This is an optimization exercise on Yosys and OpenROAD, whose aim is small area, not a production implementation.
In this exercise RTL edits were held to simulation tests only and were not proved equivalent to the original.
The clock port is modelled as an ideal driver; clocking choices that lean on that would not hold on a real chip.

== before ==
Design snake_game_top, start of the top module:
module snake_game_top (
    input  logic       clock_25,
    input  logic       reset,            
    input  logic       game_tik,
    input  logic       right_btn,
    input  logic       left_btn,
    output logic [6:0] head_x,
    output logic [6:0] head_y,
    output logic [6:0] fruit_x,
    output logic [6:0] fruit_y,
    output logic [7:0] score,
    output logic [3:0] snake_length,
    output logic [1:0] heading,
    output logic       game_over
);
    localparam logic [2:0] ST_IDLE = 3'd0, ST_WAIT = 3'd1, ST_MOVING = 3'd2, ST_MOVE_DONE = 3'd3,
                           ST_EATEN = 3'd4, ST_FRUIT_UPDATE = 3'd5, ST_COLLISION = 3'd6;
    function automatic logic [6:0] inc7(input logic [6:0] a);
        logic c;
        c = 1'b1;
        for (int k = 0; k < 7; k++) begin
            inc7[k] = a[k] ^ c;
            c = c & a[k];
        end
    endfunction
    function automatic logic [6:0] dec7(input logic [6:0] a);
        logic c;
        c = 1'b1;
        for (int k = 0; k < 7; k++) begin
            dec7[k] = a[k] ^ c;
            c = c & ~a[k];
        end
    endfunction
    function automatic logic [7:0] sub7(input logic [6:0] a, input logic [6:0] b);
  ...
==> flow/config.mk <==
export PLATFORM = sky130hd
export DESIGN_NAME = snake_game_top
export DESIGN_NICKNAME = snake_game_top
export VERILOG_FILES = /design/flow/design.v
export SDC_FILE = /design/flow/constraint.sdc
export NUM_CORES = 4
export LEC_CHECK = 0
export CAP_MARGIN = 20
export CORE_MARGIN = 2
export CORE_UTILIZATION = 40
export CTS_BUF_LIST = sky130_fd_sc_hd__clkbuf_8
export SLEW_MARGIN = 20
==> flow/constraint.sdc <==
create_clock -name core_clock -period 7.0 [get_ports {clock_25}]
set_input_delay 1.4000 -clock core_clock [delete_from_list [all_inputs] [get_ports {clock_25}]]
set_output_delay 1.4000 -clock core_clock [all_outputs]
set_load 0.01 [all_outputs]
standard.sh (not shown) runs the stock make flow with config.mk's settings and CLKGATE_MAP_FILE= SYNTH_SCRIPT=/design/flow/synth_recipe.tcl, a recipe that flattens the netlist after the stock synthesis.
==> flow/flow/run.sh <==
#!/bin/bash
# The standard layout flow (standard.sh) with these changes:
#  - synthesis: the final ABC technology mapping uses flow/abc_area.script (an
#    area-oriented mapping) instead of ORFS's abc_speed.script. Everything before it
#    (Yosys synth, flip-flop mapping, register names) is unchanged.
#  - placement: every input and output port still gets its own buffer, but a buf_1
#    (buffer_ports -buffer_cell) instead of the default pick.
#  - CTS: the standard clock_tree_synthesis call, with clkbuf_8 buffers and without
#    dummy loads (-dont_use_dummy_load).
# Floorplan, power grid, tap cells, placement and routing are the standard ones.
set -euo pipefail
W=$(pwd)

# Synthesis script: synth_recipe.tcl, sourcing a copy of ORFS's synth.tcl in which the
# ABC script argument is replaced after synth_preamble.tcl has set it
sed -e "s#^source \$::env(SCRIPTS_DIR)/synth_preamble.tcl\$#&\nlset abc_args 1 $W/flow/abc_area.script#" \
    "$FLOW_HOME/scripts/synth.tcl" > "$W/synth_orfs_area.tcl"
grep -q "lset abc_args 1" "$W/synth_orfs_area.tcl"
sed -e "s#^source \$::env(SCRIPTS_DIR)/synth.tcl\$#source $W/synth_orfs_area.tcl#" \
    synth_recipe.tcl > "$W/synth_recipe_area.tcl"
grep -q "synth_orfs_area.tcl" "$W/synth_recipe_area.tcl"
sed -e "s#SYNTH_SCRIPT=[^ ]*#SYNTH_SCRIPT=$W/synth_recipe_area.tcl#" standard.sh > "$W/standard_area.sh"
grep -q "synth_recipe_area.tcl" "$W/standard_area.sh"

export BUFFER_PORTS_ARGS="-buffer_cell sky130_fd_sc_hd__buf_1"
export CTS_ARGS="-sink_clustering_enable -repair_clock_nets -dont_use_dummy_load -buf_list sky130_fd_sc_hd__clkbuf_8 -sink_clustering_size 30 -sink_clustering_max_diameter 100"
bash "$W/standard_area.sh" > "$W/flow_make.log" 2>&1
==> flow/flow/abc_area.script <==
strash
ifraig
scorr
dc2
dretime
strash
&get -n
&dch -f
&nf -R 1000
&put
Input-level comparison between after and before:
diff --git a/flow/flow/run.sh b/flow/flow/run.sh
--- a/flow/flow/run.sh
+++ b/flow/flow/run.sh
@@ -1,4 +1,4 @@
 #!/bin/bash
-# The standard layout flow (standard.sh) with these changes:
+# The standard layout flow (standard.sh) with two changes:
 #  - synthesis: the final ABC technology mapping uses flow/abc_area.script (an
 #    area-oriented mapping) instead of ORFS's abc_speed.script. Everything before it
@@ -24,4 +24,4 @@
 
 export BUFFER_PORTS_ARGS="-buffer_cell sky130_fd_sc_hd__buf_1"
-export CTS_ARGS="-sink_clustering_enable -repair_clock_nets -dont_use_dummy_load -buf_list sky130_fd_sc_hd__clkbuf_8 -sink_clustering_size 30 -sink_clustering_max_diameter 100"
+export CTS_ARGS="-sink_clustering_enable -repair_clock_nets -dont_use_dummy_load -buf_list sky130_fd_sc_hd__clkbuf_8"
 bash "$W/standard_area.sh" > "$W/flow_make.log" 2>&1
Notes after the runs:
Comparing after against before, there is no change at all in count of final max-slew check failures.
Re gate count of the mapped netlist: no difference whatsoever between after and before.
after against before: clock-pin slew on the worst setup and hold paths roughly the same.
after ended with every stage complete and zero timing, DRC or antenna violations.

========
snake_game_top, a different RTL version from the one above (not shown whole).
Size: ~100 flip-flops, about 48 I/O pins, ~0.0056 mm2 of cells after synthesis.
## snake_game_top
module snake_game_top (
    input  logic       clock_25,
    input  logic       reset,            
    input  logic       game_tik,
    input  logic       right_btn,
    input  logic       left_btn,
    output logic [6:0] head_x,
    output logic [6:0] head_y,
    output logic [6:0] fruit_x,
    output logic [6:0] fruit_y,
    output logic [7:0] score,
    output logic [3:0] snake_length,
    output logic [1:0] heading,
    output logic       game_over
);
    localparam logic [2:0] ST_IDLE = 3'd4, ST_WAIT = 3'd0, ST_MOVING = 3'd2, ST_MOVE_DONE = 3'd1,
                           ST_EATEN = 3'd6, ST_FRUIT_UPDATE = 3'd7, ST_COLLISION = 3'd5;
    function automatic logic [7:0] sub7(input logic [6:0] a, input logic [6:0] b);
        logic c;
        c = 1'b1;
        for (int k = 0; k < 7; k++) begin
            sub7[k] = a[k] ^ ~b[k] ^ c;
            c = (a[k] & ~b[k]) | (a[k] & c) | (~b[k] & c);
        end
        sub7[7] = ~c;
    endfunction
    function automatic logic [5:0] addsub6(input logic [5:0] a, input logic [5:0] b, input logic sub);
        logic c;
        logic bb;
        c = sub;
        for (int k = 0; k < 6; k++) begin
            bb = b[k] ^ sub;
  ...
clock: 7.0 ns
lec_check: 0
cap_margin: 0
core_margin: 2
core_utilization: 40
cts_buf_list: sky130_fd_sc_hd__clkbuf_8
slew_margin: 0
==> flow/flow/run.sh <==
#!/bin/bash
# The standard layout flow (standard.sh) with these changes:
#  - synthesis: the adder extraction step finds full adders only (extract_fa -fa; half
#    adders are left to ABC), and the final ABC technology mapping uses
#    flow/abc_area.script (an area-oriented mapping) instead of ORFS's
#    abc_speed.script. Everything else in synthesis (Yosys synth, flip-flop mapping,
#    register names) is unchanged.
#  - placement: every input and output port still gets its own buffer, but a buf_1
#    (buffer_ports -buffer_cell) instead of the default pick.
#  - CTS: the standard clock_tree_synthesis call, with clkbuf_8 buffers and without
#    dummy loads (-dont_use_dummy_load).
# Floorplan, power grid, tap cells, placement and routing are the standard ones.
set -euo pipefail
W=$(pwd)

# Synthesis script: synth_recipe.tcl, sourcing a copy of ORFS's synth.tcl in which the
# ABC script argument is replaced after synth_preamble.tcl has set it, and the
# extract_fa call is limited to full adders
sed -e "s#^source \$::env(SCRIPTS_DIR)/synth_preamble.tcl\$#&\nlset abc_args 1 $W/flow/abc_area.script#" \
    -e "s#^  extract_fa {\*}\[dont_use_extract_fa_args\]\$#  extract_fa -fa#" \
    "$FLOW_HOME/scripts/synth.tcl" > "$W/synth_orfs_area.tcl"
grep -q "lset abc_args 1" "$W/synth_orfs_area.tcl"
grep -q "^  extract_fa -fa\$" "$W/synth_orfs_area.tcl"
sed -e "s#^source \$::env(SCRIPTS_DIR)/synth.tcl\$#source $W/synth_orfs_area.tcl#" \
    synth_recipe.tcl > "$W/synth_recipe_area.tcl"
grep -q "synth_orfs_area.tcl" "$W/synth_recipe_area.tcl"
sed -e "s#SYNTH_SCRIPT=[^ ]*#SYNTH_SCRIPT=$W/synth_recipe_area.tcl#" standard.sh > "$W/standard_area.sh"
grep -q "synth_recipe_area.tcl" "$W/standard_area.sh"

export BUFFER_PORTS_ARGS="-buffer_cell sky130_fd_sc_hd__buf_1"
export CTS_ARGS="-sink_clustering_enable -repair_clock_nets -dont_use_dummy_load -buf_list sky130_fd_sc_hd__clkbuf_8"
bash "$W/standard_area.sh" > "$W/flow_make.log" 2>&1
==> flow/flow/abc_area.script <==
strash
ifraig
scorr
dc2
dretime
strash
&get -n
&dch -f
&nf -R 1000 -p -F 8 -C 32
&put
The first run went through all stages and came out clean.
Rerun with:
- CAP_MARGIN: 0 -> 20
- CORE_UTILIZATION: 40 -> 60
- SLEW_MARGIN: 0 -> 20
What happened:
- The changed run ran to the end with no violations
- cell area went down slightly
- routed wire length drops by a few percent
- register-to-register slack gets worse by 0.33 ns
- fmax fell by a few percent
- utilization goes up by 22 points
- setup slack loses 0.33 ns
- cell count drops by a little under a tenth
- flip-flop and latch count does not change
Rerun with:
--- a/flow/flow/run.sh
+++ b/flow/flow/run.sh
@@ -30,3 +30,3 @@
 export BUFFER_PORTS_ARGS="-buffer_cell sky130_fd_sc_hd__buf_1"
-export CTS_ARGS="-sink_clustering_enable -repair_clock_nets -dont_use_dummy_load -buf_list sky130_fd_sc_hd__clkbuf_8"
+export CTS_ARGS="-sink_clustering_enable -repair_clock_nets -dont_use_dummy_load -buf_list sky130_fd_sc_hd__clkbuf_8 -sink_buffer_max_cap_derate 1.0"
 bash "$W/standard_area.sh" > "$W/flow_make.log" 2>&1
- CORE_UTILIZATION: 60 -> 40
Effect: Setup slack improved by 0.33 ns. Cell area came out higher slightly. Via count came out higher slightly. Flip-flop and latch count does not change. Global-route usage came out lower by 7.5 points. Wire length came out higher by a few percent. Core utilization came out lower by 22 points. Sequential share of layout area came out lower by 0.61 points.
Rerun with:
--- a/flow/flow/run.sh
+++ b/flow/flow/run.sh
@@ -30,3 +30,3 @@
 export BUFFER_PORTS_ARGS="-buffer_cell sky130_fd_sc_hd__buf_1"
-export CTS_ARGS="-sink_clustering_enable -repair_clock_nets -dont_use_dummy_load -buf_list sky130_fd_sc_hd__clkbuf_8 -sink_buffer_max_cap_derate 1.0"
+export CTS_ARGS="-sink_clustering_enable -repair_clock_nets -dont_use_dummy_load -buf_list sky130_fd_sc_hd__clkbuf_8 -sink_buffer_max_cap_derate 0.5"
 bash "$W/standard_area.sh" > "$W/flow_make.log" 2>&1
Effect: The changed run completed without violations. Worst hold slack stays the same. Design area does not change. Clock-buffer cell count does not change. Setup slack does not change. Utilization is unchanged. Global-route usage is unchanged. Die area does not change. Synthesized area is unchanged.

[what the ideal ports hide]
How much do the figures lean on ideal ports? The routed layouts below were timed once more, with nothing changed but the port constraints. Step 1 (the two cells are an assumption about what drives the block):
set clk [get_ports {clock_25}]
set_driving_cell -lib_cell sky130_fd_sc_hd__clkbuf_16 $clk
set_driving_cell -lib_cell sky130_fd_sc_hd__buf_2 [delete_from_list [all_inputs] $clk]
Step 2 adds t to the input delays and takes it off the output delays; t is the mean of the earliest and latest rising clock arrival at the registers after step 1. Input paths then give back, and output paths get back, about the clock's delay inside the block. a / b / c = no drivers / after step 1 / after step 2; a / b = the first two.
| run | t, ns | slack for setup (ns) | worst setup path at the end | clock arrival spread, ns | worst slew at a driven data input, ns |
|---|---|---|---|---|---|
| before | 0.413 | 0.912 / 0.912 / 0.912 | register to register | 0.043 / 0.043 | 0.05 |
| after | 0.413 | 0.912 / 0.912 / 0.912 | register to register | 0.043 / 0.043 | 0.05 |
| the first run of note 2 | 0.399 | 0.839 / 0.839 / 0.839 | register to register | 0.030 / 0.030 | 0.03 |
| the second run of note 2 | 0.386 | 0.507 / 0.507 / 0.507 | register to register | 0.042 / 0.041 | 0.03 |
| the third run of note 2 | 0.399 | 0.839 / 0.839 / 0.839 | register to register | 0.030 / 0.030 | 0.03 |
| the fourth run of note 2 | 0.399 | 0.839 / 0.839 / 0.839 | register to register | 0.030 / 0.030 | 0.03 |
After both steps setup and hold are still met in every run listed.
